This is an optimization exercise on Yosys and OpenROAD, whose aim is small area, a short achievable clock period and few clock cycles per item, not a production implementation.
Where RTL was checked, it was by simulation tests only, not by an equivalence proof against the original.

==> inputs of nickel <==
Design matmul_engine, start of the top module:
module matmul_engine
#(
    parameter int DATA_WIDTH = matmul_pkg::DEF_DATA_WIDTH,
    parameter int BUS_WIDTH  = matmul_pkg::DEF_BUS_WIDTH,
    parameter int DIM        = matmul_pkg::DEF_DIM
) (
    input  logic                          clk_i,
    input  logic                          rst_i,
    input  logic                          start_i,
    input  logic                          mode_i,
    input  logic [DIM*DATA_WIDTH-1:0]     a_col_i,
    input  logic [DIM*DATA_WIDTH-1:0]     b_row_i,
    input  logic                          op_valid_i,
    output logic                          op_ready_o,
    input  logic [DIM*DIM*BUS_WIDTH-1:0]  c_i,
    output logic [DIM*DIM*BUS_WIDTH-1:0]  m_o,
    output logic [DIM*DIM-1:0]            flags_o,
    output logic                          busy_o,
    output logic                          done_o,
    output logic [$clog2(DIM+1)-1:0]      beat_cnt_o
);
Settings: LEC_CHECK=0, ABC_AREA=1, CAP_MARGIN=20, CORE_MARGIN=2, CORE_UTILIZATION=40, SETUP_SLACK_MARGIN=2.6, SLEW_MARGIN=20; clock period 7.0 ns.
standard.sh (not shown) runs the stock make flow with config.mk's settings and CLKGATE_MAP_FILE= SYNTH_SCRIPT=/design/flow/synth_recipe.tcl, a recipe that flattens the netlist after the stock synthesis.
==> flow/flow/run.sh <==
#!/bin/bash
# The standard layout with two changes to how it is made:
# - plain buf_1 cells as the input and output port buffers (every port still
#   gets its own buffer);
# - yosys synth without its internal "abc -fast" pre-mapping (-noabc), so
#   that the adder extraction sees the full-adder tree as written. Registers
#   and their names are the same as in the standard synthesis.
# The make output goes to standard.log; ORFS's per-step logs stay under
# orfs/logs/.
set -euo pipefail
export BUFFER_PORTS_ARGS="-buffer_cell sky130_fd_sc_hd__buf_1"
export SYNTH_ARGS="-noabc"
bash standard.sh > standard.log 2>&1
==> cedar: changes against nickel <==
--- a/flow/design.v
+++ b/flow/design.v
@@ -21,25 +21,21 @@
 );
     logic [16:0] s_q, c_q, s_d, c_d;
     logic [16:0] sum;
     logic        overflow, flag_q, flag_d;
     logic [15:0] res, base;
-    logic pp1, pp2, pp3, pp4, pp5, pp6, pp7, pp8, pp9, pp10, pp11, pp12, pp13, pp14, pp15, pp16, pp17, pp18, pp19, pp20, pp21, pp22, pp23, pp24, pp25, pp26, pp27, pp28, pp29, pp30, pp31, pp32, pp33, pp34, pp35, pp36, pp37, pp38, pp39, pp40, fs41, fc42, fs43, fc44, fs45, fc46, fs47, fc48, fs49, fc50, hs51, hc52, fs53, fc54, fs55, fc56, fs57, fc58, fs59, fc60, fs61, fc62, fs63, fc64, fs65, fc66, fs67, fc68, fs69, fc70, hs71, hc72, fs73, fc74, fs75, fc76, fs77, fc78, fs79, fc80, fs81, fc82, fs83, fc84, fs85, fc86, fs87, fc88, fs89, fc90, fs91, fc92, fs93, fc94, hs95, hc96, fs97, fc98, fs99, fc100, fs101, fc102, fs103, fc104, fs105, fc106, hs107, hc108, fs109, fc110, fs111, fc112, fs113, fc114, fs115, fc116, fs117, fc118;
+    logic pp1, pp2, pp3, pp4, pp5, pp6, pp7, pp8, pp9, pp10, pp11, pp12, pp13, pp14, pp15, pp16, pp17, pp18, pp19, pp20, pp21, pp22, pp23, pp24, pp25, pp26, pp27, pp28, pp29, pp30, pp31, pp32, pp33, pp34, pp35, pp36, pp37, pp38, pp39, pp40, fs41, fc42, fs43, fc44, fs45, fc46, fs47, fc48, fs49, fc50, fs51, fc52, fs53, fc54, fs55, fc56, hs57, hc58, fs59, fc60, fs61, fc62, fs63, fc64, fs65, fc66, fs67, fc68, fs69, fc70, fs71, fc72, fs73, fc74, fs75, fc76, fs77, fc78, hs79, hc80, fs81, fc82, fs83, fc84, fs85, fc86, fs87, fc88, fs89, fc90, fs91, fc92, fs93, fc94, hs95, hc96, fs97, fc98, fs99, fc100, fs101, fc102, fs103, fc104, fs105, fc106, hs107, hc108, fs109, fc110, fs111, fc112, fs113, fc114, fs115, fc116, fs117, fc118;
     assign sum      = s_q + c_q;
     assign overflow = sum[16] != sum[15];
     assign res      = overflow ? {sum[16], {15{!sum[16]}}} : sum[15:0];
     assign acc_o    = res;
     assign flag_o   = flag_q || overflow;
-    logic keep, take_sat, take_sum;
-    logic [15:0] sat_val;
-    assign keep     = !(clr_i || load_i);
-    assign take_sat = keep && overflow;
-    assign take_sum = keep && !overflow;
-    assign sat_val  = {sum[16], {15{!sum[16]}}};
-    assign base     = ({16{load_i && !clr_i}} & init_i)
-                    | ({16{take_sat}} & sat_val)
-                    | ({16{take_sum}} & sum[15:0]);
+    always_comb begin
+        if (clr_i)       base = '0;
+        else if (load_i) base = init_i;
+        else             base = res;
+    end
     assign flag_d = !(clr_i || load_i) && (flag_q || overflow);
     assign pp1 = ((bo_one[0] & a_i[0]) | (bo_two[0] & 1'b0)) ^ bo_neg[0];
     assign pp2 = ((bo_one[0] & a_i[1]) | (bo_two[0] & a_i[0])) ^ bo_neg[0];
     assign pp3 = ((bo_one[0] & a_i[2]) | (bo_two[0] & a_i[1])) ^ bo_neg[0];
     assign pp4 = ((bo_one[0] & a_i[3]) | (bo_two[0] & a_i[2])) ^ bo_neg[0];
@@ -87,40 +83,40 @@
     assign fc46 = (bo_neg[1] & pp3) | (bo_neg[1] & pp11) | (pp3 & pp11);
     assign fs47 = base[2] ^ fs45 ^ fc44;
     assign fc48 = (base[2] & fs45) | (base[2] & fc44) | (fs45 & fc44);
     assign fs49 = pp4 ^ pp12 ^ base[3];
     assign fc50 = (pp4 & pp12) | (pp4 & base[3]) | (pp12 & base[3]);
-    assign hs51 = fc46 ^ fs49;
-    assign hc52 = fc46 & fs49;
+    assign fs51 = fc46 ^ fs49 ^ fc48;
+    assign fc52 = (fc46 & fs49) | (fc46 & fc48) | (fs49 & fc48);
     assign fs53 = bo_neg[2] ^ pp5 ^ pp13;
     assign fc54 = (bo_neg[2] & pp5) | (bo_neg[2] & pp13) | (pp5 & pp13);
     assign fs55 = pp21 ^ base[4] ^ fs53;
     assign fc56 = (pp21 & base[4]) | (pp21 & fs53) | (base[4] & fs53);
-    assign fs57 = fc50 ^ fs55 ^ hc52;
-    assign fc58 = (fc50 & fs55) | (fc50 & hc52) | (fs55 & hc52);
+    assign hs57 = fc50 ^ fs55;
+    assign hc58 = fc50 & fs55;
     assign fs59 = pp6 ^ pp14 ^ pp22;
     assign fc60 = (pp6 & pp14) | (pp6 & pp22) | (pp14 & pp22);
     assign fs61 = base[5] ^ fc54 ^ fs59;
     assign fc62 = (base[5] & fc54) | (base[5] & fs59) | (fc54 & fs59);
-    assign fs63 = fc56 ^ fs61 ^ fc58;
-    assign fc64 = (fc56 & fs61) | (fc56 & fc58) | (fs61 & fc58);
+    assign fs63 = fc56 ^ fs61 ^ hc58;
+    assign fc64 = (fc56 & fs61) | (fc56 & hc58) | (fs61 & hc58);
     assign fs65 = bo_neg[3] ^ pp7 ^ pp15;
     assign fc66 = (bo_neg[3] & pp7) | (bo_neg[3] & pp15) | (pp7 & pp15);
     assign fs67 = pp23 ^ pp31 ^ base[6];
     assign fc68 = (pp23 & pp31) | (pp23 & base[6]) | (pp31 & base[6]);
     assign fs69 = fc60 ^ fs65 ^ fs67;
     assign fc70 = (fc60 & fs65) | (fc60 & fs67) | (fs65 & fs67);
-    assign hs71 = fc62 ^ fs69;
-    assign hc72 = fc62 & fs69;
+    assign fs71 = fc62 ^ fs69 ^ fc64;
+    assign fc72 = (fc62 & fs69) | (fc62 & fc64) | (fs69 & fc64);
     assign fs73 = pp8 ^ pp16 ^ pp24;
     assign fc74 = (pp8 & pp16) | (pp8 & pp24) | (pp16 & pp24);
     assign fs75 = pp32 ^ base[7] ^ fc66;
     assign fc76 = (pp32 & base[7]) | (pp32 & fc66) | (base[7] & fc66);
     assign fs77 = fs73 ^ fc68 ^ fs75;
     assign fc78 = (fs73 & fc68) | (fs73 & fs75) | (fc68 & fs75);
-    assign fs79 = fc70 ^ fs77 ^ hc72;
-    assign fc80 = (fc70 & fs77) | (fc70 & hc72) | (fs77 & hc72);
+    assign hs79 = fc70 ^ fs77;
+    assign hc80 = fc70 & fs77;
     assign fs81 = ~(pp10 ^ pp17);
     assign fc82 = pp10 | pp17;
     assign fs83 = pp25 ^ pp33 ^ base[8];
     assign fc84 = (pp25 & pp33) | (pp25 & base[8]) | (pp33 & base[8]);
     assign fs85 = fc74 ^ fs81 ^ fs83;
@@ -161,21 +157,21 @@
     assign c_d[0] = 1'b0;
     assign s_d[1] = fs43;
     assign c_d[1] = 1'b0;
     assign s_d[2] = fs47;
     assign c_d[2] = 1'b0;
-    assign s_d[3] = fc48;
-    assign c_d[3] = hs51;
-    assign s_d[4] = fs57;
-    assign c_d[4] = 1'b0;
+    assign s_d[3] = fs51;
+    assign c_d[3] = 1'b0;
+    assign s_d[4] = fc52;
+    assign c_d[4] = hs57;
     assign s_d[5] = fs63;
     assign c_d[5] = 1'b0;
-    assign s_d[6] = fc64;
-    assign c_d[6] = hs71;
-    assign s_d[7] = fs79;
-    assign c_d[7] = 1'b0;
-    assign s_d[8] = fc80;
+    assign s_d[6] = fs71;
+    assign c_d[6] = 1'b0;
+    assign s_d[7] = fc72;
+    assign c_d[7] = hs79;
+    assign s_d[8] = hc80;
     assign c_d[8] = fs87;
     assign s_d[9] = fc88;
     assign c_d[9] = hs95;
     assign s_d[10] = hc96;
     assign c_d[10] = fs101;
==> onyx: changes against nickel <==
--- a/flow/design.v
+++ b/flow/design.v
@@ -27,19 +27,15 @@
     assign sum      = s_q + c_q;
     assign overflow = sum[16] != sum[15];
     assign res      = overflow ? {sum[16], {15{!sum[16]}}} : sum[15:0];
     assign acc_o    = res;
     assign flag_o   = flag_q || overflow;
-    logic keep, take_sat, take_sum;
-    logic [15:0] sat_val;
-    assign keep     = !(clr_i || load_i);
-    assign take_sat = keep && overflow;
-    assign take_sum = keep && !overflow;
-    assign sat_val  = {sum[16], {15{!sum[16]}}};
-    assign base     = ({16{load_i && !clr_i}} & init_i)
-                    | ({16{take_sat}} & sat_val)
-                    | ({16{take_sum}} & sum[15:0]);
+    always_comb begin
+        if (clr_i)       base = '0;
+        else if (load_i) base = init_i;
+        else             base = res;
+    end
     assign flag_d = !(clr_i || load_i) && (flag_q || overflow);
     assign pp1 = ((bo_one[0] & a_i[0]) | (bo_two[0] & 1'b0)) ^ bo_neg[0];
     assign pp2 = ((bo_one[0] & a_i[1]) | (bo_two[0] & a_i[0])) ^ bo_neg[0];
     assign pp3 = ((bo_one[0] & a_i[2]) | (bo_two[0] & a_i[1])) ^ bo_neg[0];
     assign pp4 = ((bo_one[0] & a_i[3]) | (bo_two[0] & a_i[2])) ^ bo_neg[0];
- ABC_AREA: 1 -> unset
- CTS_BUF_LIST: unset -> sky130_fd_sc_hd__clkbuf_8
- SETUP_SLACK_MARGIN: 2.6 -> 2.3
==> sierra: changes against nickel <==
--- a/flow/design.v
+++ b/flow/design.v
@@ -27,19 +27,15 @@
     assign sum      = s_q + c_q;
     assign overflow = sum[16] != sum[15];
     assign res      = overflow ? {sum[16], {15{!sum[16]}}} : sum[15:0];
     assign acc_o    = res;
     assign flag_o   = flag_q || overflow;
-    logic keep, take_sat, take_sum;
-    logic [15:0] sat_val;
-    assign keep     = !(clr_i || load_i);
-    assign take_sat = keep && overflow;
-    assign take_sum = keep && !overflow;
-    assign sat_val  = {sum[16], {15{!sum[16]}}};
-    assign base     = ({16{load_i && !clr_i}} & init_i)
-                    | ({16{take_sat}} & sat_val)
-                    | ({16{take_sum}} & sum[15:0]);
+    always_comb begin
+        if (clr_i)       base = '0;
+        else if (load_i) base = init_i;
+        else             base = res;
+    end
     assign flag_d = !(clr_i || load_i) && (flag_q || overflow);
     assign pp1 = ((bo_one[0] & a_i[0]) | (bo_two[0] & 1'b0)) ^ bo_neg[0];
     assign pp2 = ((bo_one[0] & a_i[1]) | (bo_two[0] & a_i[0])) ^ bo_neg[0];
     assign pp3 = ((bo_one[0] & a_i[2]) | (bo_two[0] & a_i[1])) ^ bo_neg[0];
     assign pp4 = ((bo_one[0] & a_i[3]) | (bo_two[0] & a_i[2])) ^ bo_neg[0];
- SETUP_SLACK_MARGIN: 2.6 -> 2.9
==> run summary <==
metric                                                                             nickel        sierra         cedar                                    onyx
Final Hold Slack                                                                   469 ps        476 ps        509 ps                                  492 ps
Setup Skew                                                                        20.3 ps       25.9 ps       22.1 ps                                 46.7 ps
Gpl congestion                                                                      0.916         0.908         0.912                                   0.906
Cell count after placement                                                           8036          7771          7708                                    6680
Simple-gate share of the synthesized area                                           0.208         0.202         0.193                                  0.0715
Share of synthesized cell area in full adder, half adder and majority cells         0.296         0.301         0.308                                   0.313
Initial DRT Pass Iterations                                                             6             6             8                                       6
Multi-input combinational gate total                                                 4653          4535          4406                                    3660
Outcome                                                  no timing/DRC/antenna violations  no timing/DRC/antenna violations  no timing/DRC/antenna violations        no timing/DRC/antenna violations
Number of antenna violations at the first check in global routing                      19            16            21                                      12
Launching instance or port of the critical path                               b_row_i[29]   a_col_i[22]   a_col_i[22]  g_row[2].g_col[0].u_pe.s_q[11]$_DFF_P_
Post-route clock period utilization                                                 0.619         0.587         0.619                                   0.658
Number of library cell types mapped by synthesis                                       38            41            37                                      97
Floorplan die area                                                           121000 sq um  119000 sq um  116000 sq um                            116000 sq um
Number of setup buffers added after CTS                                                17            57             9                                      25
Multi-input combinational cell area                                           34800 sq um   36500 sq um   33900 sq um                             34900 sq um
Testbench counts of onyx, summed over its fixed seeds: cycles 8,008, items 1,600.
Testbench counts of sierra, summed over its fixed seeds: cycles 8,008, items 1,600.
Function not checked in nickel and cedar: the RTL went through the layout flow alone.

========
==> 12-17 <==
matmul_engine, a different RTL version from the one above (not shown whole).
export LEC_CHECK = 0
export ABC_AREA = 1
export CAP_MARGIN = 20
export CORE_MARGIN = 2
export CORE_UTILIZATION = 40
export SETUP_SLACK_MARGIN = 2.6
export SLEW_MARGIN = 20
create_clock -name core_clock -period 7.0 [get_ports {clk_i}]
Scripts as last shown in full above: flow/flow/run.sh
==> inputs of 04-01, as changes to 12-17 <==
--- a/flow/design.v
+++ b/flow/design.v
@@ -19,15 +19,15 @@
     output logic [BUS_WIDTH-1:0]  acc_o,
     output logic                  flag_o
 );
     logic [16:0] s_q, c_q, s_d, c_d;
     logic [16:0] sum;
     logic        overflow, flag_q, flag_d;
     logic [15:0] res, base;
-    logic pp1, pp2, pp3, pp4, pp5, pp6, pp7, pp8, pp9, pp10, pp11, pp12, pp13, pp14, pp15, pp16, pp17, pp18, pp19, pp20, pp21, pp22, pp23, pp24, pp25, pp26, pp27, pp28, pp29, pp30, pp31, pp32, pp33, pp34, pp35, pp36, pp37, pp38, pp39, pp40, hs41, hc42, hs43, hc44, fs45, fc46, hs47, hc48, fs49, fc50, hs51, hc52, fs53, fc54, fs55, fc56, fs57, fc58, hs59, hc60, fs61, fc62, hs63, hc64, hs65, hc66, hs67, hc68, fs69, fc70, fs71, fc72, fs73, fc74, fs75, fc76, fs77, fc78, fs79, fc80, fs81, fc82, fs83, fc84, fs85, fc86, hs87, hc88, fs89, fc90, fs91, fc92, fs93, fc94, fs95, fc96, fs97, fc98, fs99, fc100, fs101, fc102, fs103, fc104, fs105, fc106, fs107, fc108, fs109, fc110, fs111, fc112, fs113, fc114, fs115, fc116, fs117, fc118;
+    logic pp1, pp2, pp3, pp4, pp5, pp6, pp7, pp8, pp9, pp10, pp11, pp12, pp13, pp14, pp15, pp16, pp17, pp18, pp19, pp20, pp21, pp22, pp23, pp24, pp25, pp26, pp27, pp28, pp29, pp30, pp31, pp32, pp33, pp34, pp35, pp36, pp37, pp38, pp39, pp40, hs41, hc42, hs43, hc44, fs45, fc46, hs47, hc48, fs49, fc50, hs51, hc52, fs53, fc54, fs55, fc56, fs57, fc58, hs59, hc60, fs61, fc62, hs63, hc64, hs65, hc66, hs67, hc68, fs69, fc70, fs71, fc72, fs73, fc74, fs75, fc76, fs77, fc78, fs79, fc80, fs81, fc82, fs83, fc84, fs85, fc86, hs87, hc88, hs89, hc90, hs91, hc92, fs93, fc94, fs95, fc96, fs97, fc98, fs99, fc100, fs101, fc102, fs103, fc104, fs105, fc106, fs107, fc108, fs109, fc110, fs111, fc112, fs113, fc114, fs115, fc116, fs117, fc118;
     assign sum      = s_q + c_q;
     assign overflow = sum[16] != sum[15];
     assign res      = overflow ? {sum[16], {15{!sum[16]}}} : sum[15:0];
     assign acc_o    = res;
     assign flag_o   = flag_q || overflow;
     always_comb begin
         if (clr_i)       base = '0;
@@ -119,24 +119,24 @@
     assign fc82 = (base[10] & fc58) | (base[10] & fs61) | (fc58 & fs61);
     assign fs83 = pp36 ^ hs63 ^ base[11];
     assign fc84 = (pp36 & hs63) | (pp36 & base[11]) | (hs63 & base[11]);
     assign fs85 = pp30 ^ pp37 ^ hc64;
     assign fc86 = (pp30 & pp37) | (pp30 & hc64) | (pp37 & hc64);
     assign hs87 = ~pp38;
     assign hc88 = pp38;
-    assign fs89 = bo_neg[0] ^ pp1 ^ base[0];
-    assign fc90 = (bo_neg[0] & pp1) | (bo_neg[0] & base[0]) | (pp1 & base[0]);
-    assign fs91 = pp2 ^ base[1] ^ fc90;
-    assign fc92 = (pp2 & base[1]) | (pp2 & fc90) | (base[1] & fc90);
+    assign hs89 = bo_neg[0] ^ pp1;
+    assign hc90 = bo_neg[0] & pp1;
+    assign hs91 = pp2 ^ base[1];
+    assign hc92 = pp2 & base[1];
     assign fs93 = pp11 ^ hs65 ^ base[2];
     assign fc94 = (pp11 & hs65) | (pp11 & base[2]) | (hs65 & base[2]);
     assign fs95 = hc66 ^ hs67 ^ base[3];
     assign fc96 = (hc66 & hs67) | (hc66 & base[3]) | (hs67 & base[3]);
-    assign fs97 = hc68 ^ base[4] ^ fc96;
-    assign fc98 = (hc68 & base[4]) | (hc68 & fc96) | (base[4] & fc96);
+    assign fs97 = hc68 ^ base[4] ^ fs69;
+    assign fc98 = (hc68 & base[4]) | (hc68 & fs69) | (base[4] & fs69);
     assign fs99 = base[5] ^ fc70 ^ fs71;
     assign fc100 = (base[5] & fc70) | (base[5] & fs71) | (fc70 & fs71);
     assign fs101 = fs45 ^ fc72 ^ fs73;
     assign fc102 = (fs45 & fc72) | (fs45 & fs73) | (fc72 & fs73);
     assign fs103 = hs51 ^ fc74 ^ fs75;
     assign fc104 = (hs51 & fc74) | (hs51 & fs75) | (fc74 & fs75);
     assign fs105 = fs55 ^ fc76 ^ fs77;
@@ -149,23 +149,23 @@
     assign fc112 = (fc62 & fs83) | (fc62 & fc82) | (fs83 & fc82);
     assign fs113 = base[12] ^ fs85 ^ fc84;
     assign fc114 = (base[12] & fs85) | (base[12] & fc84) | (fs85 & fc84);
     assign fs115 = hs87 ^ base[13] ^ fc86;
     assign fc116 = (hs87 & base[13]) | (hs87 & fc86) | (base[13] & fc86);
     assign fs117 = pp40 ^ hc88 ^ base[14];
     assign fc118 = (pp40 & hc88) | (pp40 & base[14]) | (hc88 & base[14]);
-    assign s_d[0] = fs89;
-    assign c_d[0] = 1'b0;
-    assign s_d[1] = fs91;
-    assign c_d[1] = 1'b0;
-    assign s_d[2] = fc92;
+    assign s_d[0] = hs89;
+    assign c_d[0] = base[0];
+    assign s_d[1] = hc90;
+    assign c_d[1] = hs91;
+    assign s_d[2] = hc92;
     assign c_d[2] = fs93;
     assign s_d[3] = fc94;
     assign c_d[3] = fs95;
-    assign s_d[4] = fs69;
+    assign s_d[4] = fc96;
     assign c_d[4] = fs97;
     assign s_d[5] = fc98;
     assign c_d[5] = fs99;
     assign s_d[6] = fc100;
     assign c_d[6] = fs101;
     assign s_d[7] = fc102;
     assign c_d[7] = fs103;
@@ -179,16 +179,16 @@
     assign c_d[11] = fs111;
     assign s_d[12] = fc112;
     assign c_d[12] = fs113;
     assign s_d[13] = fc114;
     assign c_d[13] = fs115;
     assign s_d[14] = fc116;
     assign c_d[14] = fs117;
-    assign s_d[15] = ~base[15];
-    assign c_d[15] = fc118;
+    assign s_d[15] = fc118;
+    assign c_d[15] = ~base[15];
     assign s_d[16] = 1'b1;
     assign c_d[16] = 1'b0;
     always_ff @(posedge clk_i) begin
         s_q    <= s_d;
         c_q    <= c_d;
         flag_q <= flag_d;
     end
==> summary of the runs <==
04-01 completed without violations. 12-17 finished with timing, DRC and antenna clean.
In 04-01 the core utilization is higher than in 12-17, by 0.63 points.
In 04-01 the wire length is larger than in 12-17, by about 7.5%.
Between 04-01 and 12-17, the lower count of clock-buffer cells in the layout is in 12-17 (gap 5).
Cell area: 12-17 is smaller than 04-01 (about 7%).
==> figures <==
	04-01	12-17
Status	complete, no violations	complete, no violations
Register-to-Register Setup Slack	2.98 ns	3.00 ns
Design Area, Final	0.0617 mm2	0.0575 mm2
Combined global-route utilization of all metal layers	0.276	0.272
Fraction of the mapped netlist area in compound gates	0.0993	0.106
Ratio of layout area to synthesized area	1.155x	1.138x
Cells after DPL	9181	8443
Count of non-filler cells in the finished layout	9424	8636
Total met3 wirelength after detailed routing	14200 um	13200 um
TritonCTS Buffers	72	66
No functional check of the RTL was part of any run of this note.

[separate check: timing with driven ports]
No port has a modelled driver above. Below, the same layouts with a new extraction and two added sets of constraints.
Step 1, drivers: a clkbuf_16 drives clk_i and a buf_2 each remaining input, both assumed.
Step 2 times the ports against the registers' clock, not the clock port: input delays grow and output delays shrink by t, the midpoint of the rising clock arrivals with the driver on.
a / b / c = no drivers / after step 1 / after step 2; a / b = the first two.
| run | t, ns | setup WS [ns] | clock arrival spread, ns | pins driven straight from the clock port |
|---|---|---|---|---|
| nickel | 0.716 | 2.666 / 2.622 / 1.953 | 0.022 / 0.022 | 1 |
| cedar | 0.737 | 2.667 / 2.632 / 1.945 | 0.025 / 0.026 | 1 |
| onyx | 0.802 | 2.391 / 2.317 / 1.657 | 0.047 / 0.046 | 1 |
| sierra | 0.730 | 2.893 / 2.877 / 2.212 | 0.028 / 0.027 | 1 |
| 12-17 | 0.710 | 2.624 / 2.595 / 1.965 | 0.025 / 0.024 | 1 |
| 04-01 | 0.752 | 2.625 / 2.631 / 1.920 | 0.033 / 0.033 | 1 |
After both steps every run listed still meets setup and hold. For onyx, which loses most, drivers alone change the setup slack by -0.074 ns; drivers and shift together by -0.734 ns.
